This is an optimization exercise on Yosys and OpenROAD, whose aim is small area, a short achievable clock period and few clock cycles per item, not a production implementation. The RTL was checked by simulation tests, not by an equivalence proof against the original design. No activity file was given, so power comes from the tool's default toggle rates.

Setup of the previous run:
// sparse_batch_accum
module sparse_batch_accum #(
  parameter int DATA_W = sparse_batch_accum_pkg::DATA_W,
  parameter int RES_W  = sparse_batch_accum_pkg::RES_W,
  parameter int IDX_W  = sparse_batch_accum_pkg::IDX_W,
  parameter int BATCH  = sparse_batch_accum_pkg::BATCH
) (
  input  logic              clk,
  input  logic              rst,
  input  logic              in_valid,
  output logic              in_ready,
  input  logic [DATA_W-1:0] in_data,
  input  logic [DATA_W-1:0] in_weight,
  input  logic [IDX_W-1:0]  in_idx,
  input  logic              in_last,
  output logic              out_valid,
  input  logic              out_ready,
  output logic [RES_W-1:0]  out_data,
  output logic [IDX_W-1:0]  out_idx,
  output logic              out_last,
  output logic [sparse_batch_accum_pkg::bw(BATCH+1)-1:0] sample_cnt
  , output logic            sat_flag
);
  localparam int NACC  = 2**IDX_W;
  localparam int CNT_W = sparse_batch_accum_pkg::bw(BATCH+1);
  localparam int PW    = 2*DATA_W;
  localparam int HW    = RES_W - PW;
  typedef enum logic [2:0] {
    ACCUM = 3'd0,
    WAIT1 = 3'd1,
    WAIT2 = 3'd2,
    LOAD  = 3'd3,
    DRAIN = 3'd4
  } st_t;
  st_t                state, state_nxt;
  logic               accept, handshake, done;
  logic               last_sample;
  logic               i_valid;
  logic [IDX_W-1:0]   i_idx;
  logic [PW-1:0]      i_r0, i_r1, i_r2, i_r3, pp_r0, pp_r1, pp_r2, pp_r3;
  logic               m_valid;
  logic [IDX_W-1:0]   m_idx, m_idx_nxt;
  logic [PW-1:0]      m_x0, m_x1, fin_x0, fin_x1;
  logic [PW-1:0]      prod;
  logic               prod_cout;
  logic               s1_valid;
  logic [IDX_W-1:0]   s1_idx;
  logic [PW-1:0]      s1_prod;
  logic [RES_W-1:0]   s1_acc, s1_out;
  logic               s1_fwd;
  ...
clock: 8.0 ns
lec_check: 0
cap_margin: 20
core_margin: 2
core_utilization: 55
cts_cluster_diameter: 80
cts_cluster_size: 25
setup_slack_margin: 5
slew_margin: 20
run.sh (not shown) runs the stock make flow with config.mk's settings and CLKGATE_MAP_FILE= SYNTH_SCRIPT=/design/flow/synth_recipe.tcl, a recipe that flattens the netlist after the stock synthesis.
The previous run was carried through to the last stage, and its layout satisfied the timing, design-rule and antenna checks.
Testbench counts of the previous run, summed over its fixed seeds: cycles 5,258, items 4,650.
What the current run does differently from the previous run at the input level:
Settings: swapping 55 for 70 in CORE_UTILIZATION.
==> flow/flow/run.sh (new file) <==
#!/bin/bash
set -euo pipefail
bash standard.sh SETUP_SLACK_MARGIN=5.5 finish > flow_standard.log 2>&1
==> flow/standard.sh (new file) <==
#!/bin/bash
# synth_recipe.tcl (not shown) runs the flow's synth.tcl, then flattens the netlist and writes it again
# the make line also repeats each setting of config.mk as NAME=value (left out here)
make -C /OpenROAD-flow-scripts/flow DESIGN_CONFIG=/design/flow/config.mk WORK_HOME=/design/flow/orfs CLKGATE_MAP_FILE= SYNTH_SCRIPT=/design/flow/synth_recipe.tcl "${@:-finish}"
removed: flow/run.sh
## What came out
Cmp the current run and the previous run / post-layout worst setup margin / lower: the previous run. Compared with the previous run, the current run shows a lower arrival time of the worst setup path. Taking the previous run as the reference, in the current run power picked up an extra about 10%; sequential share of layout area went down by 2.2 points. In the reports for the current run and the previous run, the larger worst hold slack belongs to the current run. Area growth from synthesis to layout in the current run is 4.3 points above the previous run.

sparse_batch_accum, a different RTL version from the one above (not shown whole).
Size in the first run: about 71 I/O pins, about 30000 sq um of cells after synthesis.
==> flow/config.mk <==
export PLATFORM = sky130hd
export DESIGN_NAME = sparse_batch_accum
export DESIGN_NICKNAME = sparse_batch_accum
export VERILOG_FILES = /design/flow/design.v
export SDC_FILE = /design/flow/constraint.sdc
export NUM_CORES = 4
export LEC_CHECK = 0
export CAP_MARGIN = 20
export CORE_MARGIN = 2
export CORE_UTILIZATION = 55
export CTS_CLUSTER_DIAMETER = 80
export CTS_CLUSTER_SIZE = 25
export SETUP_SLACK_MARGIN = 5
export SLEW_MARGIN = 20
==> flow/constraint.sdc <==
create_clock -name core_clock -period 8.0 [get_ports {clk}]
set_input_delay 1.6000 -clock core_clock [delete_from_list [all_inputs] [get_ports {clk}]]
set_output_delay 1.6000 -clock core_clock [all_outputs]
set_load 0.01 [all_outputs]
standard.sh (not shown) runs the stock make flow with config.mk's settings and CLKGATE_MAP_FILE= SYNTH_SCRIPT=/design/flow/synth_recipe.tcl, a recipe that flattens the netlist after the stock synthesis.
==> flow/flow/run.sh <==
#!/bin/bash
set -euo pipefail
bash standard.sh SETUP_SLACK_MARGIN=5.35 finish > flow_standard.log 2>&1
Testbench counts at the start, summed over its fixed seeds: cycles 5,290, items 4,650.
Then changed:
==> flow/flow/run.sh (replaced) <==
#!/bin/bash
set -euo pipefail
bash standard.sh SETUP_SLACK_MARGIN=5.4 finish > flow_standard.log 2>&1
Utilization came out higher by 0.22 points. Routed wire length increases by 1.5%. Design area came out higher by 0.35%. Global-route usage grows by 0.11 points. Die area stays the same. Via count increases by 0.34%. Critical path depth is unchanged.
Then changed:
==> flow/flow/run.sh (replaced) <==
#!/bin/bash
set -euo pipefail
bash standard.sh SETUP_SLACK_MARGIN=5.3 finish > flow_standard.log 2>&1
--- a/flow/config.mk
+++ b/flow/config.mk
@@ -8,5 +8,5 @@
 export CAP_MARGIN = 20
 export CORE_MARGIN = 2
-export CORE_UTILIZATION = 55
+export CORE_UTILIZATION = 60
 export CTS_CLUSTER_DIAMETER = 80
 export CTS_CLUSTER_SIZE = 25
Non-clock buffer count drops by 7.
Die area drops by 8.2%.
Wire length went down by 5.2%.
Final area came out lower by 1.1%.
Utilization rose by 5.3 points.
Sequential share of layout area increases by 0.65 points.
Worst setup slack gets better by 7.4 ps.
Maximum frequency stays flat.
Global-route usage rises by 1.5 points.
Then changed:
--- a/flow/config.mk
+++ b/flow/config.mk
@@ -8,5 +8,5 @@
 export CAP_MARGIN = 20
 export CORE_MARGIN = 2
-export CORE_UTILIZATION = 60
+export CORE_UTILIZATION = 55
 export CTS_CLUSTER_DIAMETER = 80
 export CTS_CLUSTER_SIZE = 25
Combinational power is about the same.
Non-clock buffer count increases by 4.
Register-to-register slack improved by 20 ps.
Worst setup slack improved by 11 ps.
Wire length increases by 2.4%.
Count of clock-buffer cells in the layout decreases by 1.
Core utilization decreases by 6.0 points.
Global-route usage decreases by 2.3 points.

juniper:
sparse_batch_accum, a different RTL version from the one above (not shown whole).
Size in the first run: ~700 flip-flops, about 30000 sq um of cells after synthesis.
clock: 8.0 ns
lec_check: 0
cap_margin: 20
core_margin: 2
core_utilization: 55
cts_cluster_diameter: 80
cts_cluster_size: 25
setup_slack_margin: 5
slew_margin: 20
==> flow/flow/run.sh <==
#!/bin/bash
set -euo pipefail
bash standard.sh SETUP_SLACK_MARGIN=5.3 finish > flow_standard.log 2>&1
Testbench counts of juniper, summed over its fixed seeds: cycles 5,290, items 4,650.
Modified inputs, yarrow compared to juniper
==> flow/flow/run.sh <==
#!/bin/bash
set -euo pipefail
bash standard.sh SETUP_SLACK_MARGIN=5.4 finish > flow_standard.log 2>&1
## What came out
- Proportion of power drawn by the clock network for yarrow: 0.9 points down relative to juniper
- yarrow ends up with a delay of the slowest critical-path stage that is 0.04 ns lower than in juniper.
- Routed metal-1 wirelength ends up lower on yarrow.
- The synthesized cell count on yarrow is in line with that on juniper.
- Per the comparison of yarrow with juniper, overall routed net length has increased; standard cell area after detailed placement has remained practically unchanged; post-route cell area has increased; number of distinct library cells after synthesis has remained practically unchanged.
- Post-route worst setup slack in yarrow vs juniper: up 0.061 ns
- yarrow finished every step from synthesis to the final layout, and the layout passed the timing, design-rule and antenna checks.
- juniper: flow completed, timing, DRC and antenna clean
- Against juniper, hold slack in yarrow came out better.

== before ==
sparse_batch_accum, a different RTL version from the one above (not shown whole).
For scale: roughly 740 flip-flops, ~71 I/O pins.
==> flow/config.mk <==
export PLATFORM = sky130hd
export DESIGN_NAME = sparse_batch_accum
export DESIGN_NICKNAME = sparse_batch_accum
export VERILOG_FILES = /design/flow/design.v
export SDC_FILE = /design/flow/constraint.sdc
export NUM_CORES = 4
export LEC_CHECK = 0
export CAP_MARGIN = 20
export CORE_MARGIN = 2
export CORE_UTILIZATION = 55
export CTS_CLUSTER_DIAMETER = 100
export CTS_CLUSTER_SIZE = 30
export SETUP_SLACK_MARGIN = 5
export SLEW_MARGIN = 20
==> flow/constraint.sdc <==
create_clock -name core_clock -period 8.0 [get_ports {clk}]
set_input_delay 1.6000 -clock core_clock [delete_from_list [all_inputs] [get_ports {clk}]]
set_output_delay 1.6000 -clock core_clock [all_outputs]
set_load 0.01 [all_outputs]
==> flow/flow/run.sh <==
#!/bin/bash
set -euo pipefail
bash standard.sh SETUP_SLACK_MARGIN=5.3 finish > flow_standard.log 2>&1
before finished end to end and its layout was clean on timing, DRC and antenna.
Testbench counts of before, summed over its fixed seeds: cycles 5,290, items 4,650.
Here is what was changed in the inputs of after compared with before.
# before
export LEC_CHECK = 0
export CAP_MARGIN = 20
export CORE_MARGIN = 2
export CORE_UTILIZATION = 55
export CTS_CLUSTER_DIAMETER = 100
export CTS_CLUSTER_SIZE = 30
export SETUP_SLACK_MARGIN = 5
export SLEW_MARGIN = 20
create_clock -name core_clock -period 8.0 [get_ports {clk}]
# after
export LEC_CHECK = 0
export CAP_MARGIN = 20
export CORE_MARGIN = 2
export CORE_UTILIZATION = 55
export CTS_CLUSTER_DIAMETER = 80
export CTS_CLUSTER_SIZE = 25
export SETUP_SLACK_MARGIN = 5
export SLEW_MARGIN = 20
create_clock -name core_clock -period 8.0 [get_ports {clk}]
==> summary.txt <==
- Diff before -> after: upper clock frequency limit saw an increase; maximum vdd drop rose about 8%; initial standard-cell utilization of the core flat.
- after vs. before: worst setup slack increased by 0.071 ns relative to the old numbers; count of clock-buffer cells in the layout up 33%; instance count along the most critical hold path barely changed.
- From before to after the numbers moved as follows: combinational-cell power consumption level, worst slack on hold paths level.
- Highest routed metal layer: met5 -> before, met4 -> after
- before finished all stages; the layout is clean.
- Both conditions hold for after: the flow ran to the end and the final layout passed the timing, design-rule and antenna checks.

[port drivers added, routing unchanged]
How much do the figures lean on ideal ports? The routed layouts below were timed once more, with nothing changed but the port constraints. Step 1 assumes that a clkbuf_16 drives the clock port and a buf_2 every other input. Step 2 also shifts input and output timing later by t, the mid clock arrival at the registers, as if the neighbouring blocks saw the same clock. a / b / c = no drivers / after step 1 / after step 2; a / b = the first two.
| run | shift t [ns] | setup WS [ns] | worst setup path at the end | clock arrival spread, ns | cell pins on the clock port's net |
|---|---|---|---|---|---|
| the previous run | 0.655 | 5.035 / 4.973 / 4.450 | input to register | 0.017 / 0.017 | 1 |
| the current run | 0.649 | 5.105 / 5.046 / 4.911 | input to register | 0.031 / 0.031 | 1 |
| the first run of note 2 | 0.655 | 5.249 / 5.183 / 4.833 | input to register | 0.045 / 0.045 | 1 |
| the second run of note 2 | 0.645 | 5.251 / 5.191 / 4.895 | input to register | 0.031 / 0.031 | 1 |
| the third run of note 2 | 0.647 | 5.259 / 5.196 / 4.774 | input to register | 0.027 / 0.027 | 1 |
| the fourth run of note 2 | 0.632 | 5.270 / 5.213 / 4.740 | input to register | 0.031 / 0.030 | 1 |
| juniper | 0.652 | 5.113 / 5.107 / 4.742 | input to register | 0.024 / 0.024 | 1 |
| yarrow | 0.641 | 5.173 / 5.125 / 4.890 | input to register | 0.034 / 0.034 | 1 |
| before | 0.703 | 5.169 / 5.105 / 4.710 | input to register | 0.044 / 0.044 | 1 |
| after | 0.647 | 5.240 / 5.177 / 4.710 | input to register | 0.031 / 0.031 | 1 |
After both steps setup and hold are still met in every run listed. The setup slack of the previous run, which loses most, moves by -0.062 ns with the drivers and by -0.585 ns with both steps.
